Source: an optimization exercise on an open RTL-to-GDS flow (aim: small area, a short achievable clock period and few clock cycles per item). Production flows keep margins and buffers that such runs may drop. In this exercise RTL edits were held to simulation tests only and were not proved equivalent to the original.

==> inputs of v14 <==
==> flow/design.v <==
package iir_pkg;
    typedef enum logic [1:0] {
        ST_IDLE = 2'd0,
        ST_MAC  = 2'd1,
        ST_NORM = 2'd2,
        ST_OUT  = 2'd3
    } iir_state_e;
    function automatic integer acc_width(input integer w, input integer frac, input integer n);
        acc_width = w + frac + w + $clog2(n) + 1;
    endfunction
endpackage
module iir_round_sat
#(
    parameter int W     = 16,
    parameter int FRAC  = 14,
    parameter int ACC_W = 51
) (
    input  logic signed [ACC_W-1:0] acc,
    output logic signed [W-1:0]     sat_data,
    output logic                    sat_ovf
);
    localparam logic signed [ACC_W-1:0] RND   = ACC_W'(1) <<< (FRAC - 1);
    localparam logic signed [ACC_W-1:0] MAX_V = {{(ACC_W-W+1){1'b0}}, {(W-1){1'b1}}};
    localparam logic signed [ACC_W-1:0] MIN_V = ~MAX_V;
    logic signed [ACC_W-1:0] rounded;
    logic signed [ACC_W-1:0] shifted;
    assign rounded = acc + RND;
    assign shifted = rounded >>> FRAC;
    always_comb begin
        sat_data = shifted[W-1:0];
        sat_ovf  = 1'b0;
        if (shifted > MAX_V) begin
            sat_data = MAX_V[W-1:0];
            sat_ovf  = 1'b1;
        end else if (shifted < MIN_V) begin
            sat_data = MIN_V[W-1:0];
            sat_ovf  = 1'b1;
        end
    end
endmodule
module iir_allpole
#(
    parameter int N    = 10,
    parameter int W    = 16,
    parameter int FRAC = 14
) (
    input  logic                clock,
    input  logic                reset,
    input  logic signed [W-1:0] in_data,
    input  logic                in_valid,
    output logic                in_ready,
    input  logic [N-1:0][W-1:0] coef,
    output logic signed [W-1:0] out_data,
    output logic                out_valid,
    input  logic                out_ready,
    output logic                busy,
    output logic                ovf
);
    localparam int ACC_W = 35;
    logic [N-1:0][W-1:0]     coef_q;    
    logic [N-1:0][W-1:0]     hist_q;    
    logic                    pend_q;    
    logic                    ovf_q;
    logic                    fire;
    logic signed [ACC_W-1:0] acc;
    logic signed [W-1:0]     sat_data;
    logic                    sat_ovf;
    logic signed [W-1:0]     a_s [N];
    logic signed [W-1:0]     h_s [N];
    logic signed [ACC_W-1:0] x_ext;
    assign x_ext = in_data;
    always_comb begin
        for (int k = 0; k < N; k++) begin
            a_s[k] = coef_q[k];
            h_s[k] = hist_q[k];
        end
        acc = x_ext <<< FRAC;
        for (int k = 0; k < N; k++)
            acc = acc - a_s[k] * h_s[k];
    end
    iir_round_sat #(
        .W     (W),
        .FRAC  (FRAC),
        .ACC_W (ACC_W)
    ) u_round_sat (
        .acc      (acc),
        .sat_data (sat_data),
        .sat_ovf  (sat_ovf)
    );
    assign in_ready  = !reset && (!pend_q || out_ready);
    assign fire      = in_valid && in_ready;
    assign out_valid = pend_q && !reset;
    assign busy      = pend_q && !reset;
    assign out_data  = hist_q[0];
    assign ovf       = ovf_q;
    always_ff @(posedge clock) begin
        coef_q <= coef;
        if (reset) begin
            hist_q <= '0;
            pend_q <= 1'b0;
            ovf_q  <= 1'b0;
        end else begin
            if (fire) begin
                for (int i = N - 1; i > 0; i--) hist_q[i] <= hist_q[i-1];
                hist_q[0] <= sat_data;
                ovf_q     <= ovf_q | sat_ovf;
                pend_q    <= 1'b1;
            end else if (out_ready) begin
                pend_q    <= 1'b0;
            end
        end
    end
endmodule
==> flow/run.sh <==
#!/bin/bash
# synth_recipe.tcl (not shown) runs the flow's synth.tcl, then flattens the netlist and writes it again
# the make line also repeats each setting of config.mk as NAME=value (left out here)
make -C /OpenROAD-flow-scripts/flow DESIGN_CONFIG=/design/flow/config.mk WORK_HOME=/design/flow/orfs CLKGATE_MAP_FILE= SYNTH_SCRIPT=/design/flow/synth_recipe.tcl finish
==> flow/config.mk <==
export PLATFORM = sky130hd
export DESIGN_NAME = iir_allpole
export DESIGN_NICKNAME = iir_allpole
export VERILOG_FILES = /design/flow/design.v
export SDC_FILE = /design/flow/constraint.sdc
export NUM_CORES = 4
export LEC_CHECK = 0
export CAP_MARGIN = 20
export CORE_MARGIN = 2
export CORE_UTILIZATION = 40
export SLEW_MARGIN = 20
==> flow/constraint.sdc <==
create_clock -name core_clock -period 11.0 [get_ports {clock}]
set_input_delay 2.2000 -clock core_clock [delete_from_list [all_inputs] [get_ports {clock}]]
set_output_delay 2.2000 -clock core_clock [all_outputs]
set_load 0.01 [all_outputs]
==> v3 (differences from v14) <==
==> flow/design.v, changed modules only <==
module iir_allpole
#(
    parameter int N    = 10,
    parameter int W    = 16,
    parameter int FRAC = 14
) (
    input  logic                clock,
    input  logic                reset,
    input  logic signed [W-1:0] in_data,
    input  logic                in_valid,
    output logic                in_ready,
    input  logic [N-1:0][W-1:0] coef,
    output logic signed [W-1:0] out_data,
    output logic                out_valid,
    input  logic                out_ready,
    output logic                busy,
    output logic                ovf
);
    localparam int ACC_W = iir_pkg::acc_width(W, FRAC, N);
    localparam int K_W   = (N > 1) ? $clog2(N) : 1;
    localparam logic [K_W-1:0] K_LAST = K_W'(N - 1);
    iir_pkg::iir_state_e state_q, state_d;
    logic signed [ACC_W-1:0] acc_q, acc_d;
    logic [K_W-1:0]          k_q, k_d;
    logic [N-1:0][W-1:0]     hist_q, hist_d;   
    logic signed [W-1:0]     out_data_q, out_data_d;
    logic                    ovf_q, ovf_d;
    logic signed [W-1:0]     mac_coef;
    logic signed [W-1:0]     mac_hist;
    logic signed [2*W-1:0]   product;
    logic signed [ACC_W-1:0] prod_ext;
    logic signed [ACC_W-1:0] x_ext;
    logic signed [W-1:0]     sat_data;
    logic                    sat_ovf;
    assign mac_coef = coef[k_q];
    assign mac_hist = hist_q[k_q];
    assign product  = mac_coef * mac_hist;
    assign prod_ext = {{(ACC_W-2*W){product[2*W-1]}}, product};
    assign x_ext    = {{(ACC_W-W){in_data[W-1]}}, in_data};
    iir_round_sat #(
        .W     (W),
        .FRAC  (FRAC),
        .ACC_W (ACC_W)
    ) u_round_sat (
        .acc      (acc_q),
        .sat_data (sat_data),
        .sat_ovf  (sat_ovf)
    );
    always_ff @(posedge clock) begin
        if (reset) begin
            state_q    <= iir_pkg::ST_IDLE;
            acc_q      <= '0;
            k_q        <= '0;
            hist_q     <= '0;
            out_data_q <= '0;
            ovf_q      <= 1'b0;
        end else begin
            state_q    <= state_d;
            acc_q      <= acc_d;
            k_q        <= k_d;
            hist_q     <= hist_d;
            out_data_q <= out_data_d;
            ovf_q      <= ovf_d;
        end
    end
    always_comb begin
        state_d = state_q;
        case (state_q)
            iir_pkg::ST_IDLE: if (in_valid)        state_d = iir_pkg::ST_MAC;
            iir_pkg::ST_MAC:  if (k_q == K_LAST)   state_d = iir_pkg::ST_NORM;
            iir_pkg::ST_NORM:                      state_d = iir_pkg::ST_OUT;
            iir_pkg::ST_OUT:  if (out_ready)       state_d = iir_pkg::ST_IDLE;
            default:                      state_d = iir_pkg::ST_IDLE;
        endcase
    end
    always_comb begin
        in_ready  = (state_q == iir_pkg::ST_IDLE) && !reset;
        out_valid = (state_q == iir_pkg::ST_OUT) && !reset;
        busy      = (state_q != iir_pkg::ST_IDLE) && !reset;
        out_data  = out_data_q;
        ovf       = ovf_q;
    end
    always_comb begin
        acc_d      = acc_q;
        k_d        = k_q;
        hist_d     = hist_q;
        out_data_d = out_data_q;
        ovf_d      = ovf_q;
        case (state_q)
            iir_pkg::ST_IDLE: begin
                if (in_valid) begin
                    acc_d = x_ext <<< FRAC;
                    k_d   = '0;
                end
            end
            iir_pkg::ST_MAC: begin
                acc_d = acc_q - prod_ext;
                k_d   = k_q + K_W'(1);
            end
            iir_pkg::ST_NORM: begin
                out_data_d = sat_data;
                ovf_d      = ovf_q | sat_ovf;
            end
            iir_pkg::ST_OUT: begin
                if (out_ready) begin
                    for (int i = N - 1; i > 0; i--) begin
                        hist_d[i] = hist_q[i-1];
                    end
                    hist_d[0] = out_data_q;
                end
            end
            default: begin
                acc_d = acc_q;
            end
        endcase
    end
endmodule
==> summary.txt <==
- Between v3 and v14, the lower die area is in v3 (gap about 75%, measured against v14).
- Between v14 and v3, the lower global-route usage is in v3 (gap 2.7 points).
- Against v14, the critical path depth of v3 is lower by 6.
- Register-to-register slack: v14 is lower than v3 (1.6 ns).
- Wire length: v3 is lower than v14 (about 80%).
- In synthesized cell count, v14 is at 3.6 times the value of v3.
==> figures <==
	v3	v14
Run status	no timing/DRC/antenna violations	no timing/DRC/antenna violations
Worst-skew pair later-pin latency	0.60 ns	0.75 ns
Met3 demand-to-capacity share in global routing	0.0344	0.0506
Post-Route WL	80.9 mm	356 mm
End of the critical path	acc_q[45]	hist_q[3]
Multiplexer fraction of the synthesized cell area	0.0794	0
Count of inserted tapcells	873	3724
Die outline height	265 um	534 um
Count of instances resized after the clock tree is built	0	2
Area of the multi-input gates	19600 um2	91700 um2
Avg WL per Cell	19.4 um	23.1 um
Seq. cell area	4690 um2	6450 um2
Post-synthesis net count	3879	15501
Half-perimeter wire length of the detailed placement result	63.3 mm	313 mm
Testbench counts of v14, summed over its fixed seeds: cycles 3,128, items 3,072.
Testbench counts of v3, summed over its fixed seeds: cycles 39,960, items 3,072.

## re-timing with driven ports
The flow's constraints put no driver on any port. The routed layouts listed below were extracted and timed again, unchanged, in two steps.
Step 1 sets driving cells, clkbuf_16 on the clock port and buf_2 on the other inputs (assumed; they add their load-dependent delay and slew).
Step 2 moves the port delays by t, midway between the first and last clock arrival at a register: inputs arrive t later, outputs are due t later. That takes back most of the time a late clock gives input paths.
Slacks: no drivers / after step 1 / after step 2; pairs: no drivers / after step 1.
| run | t, ns | setup WS [ns] | worst slew at a driven data input, ns | cell pins on the clock port's net |
|---|---|---|---|---|
| v14 | 0.828 | 0.253 / 0.278 / -0.511 | 0.05 | 1 |
| v3 | 0.629 | 1.162 / 1.186 / 0.558 | 0.06 | 1 |
With both steps, setup timing fails in v14, where it was met with ideal ports. The setup slack of v14, which loses most, moves by +0.025 ns with the drivers and by -0.764 ns with both steps.
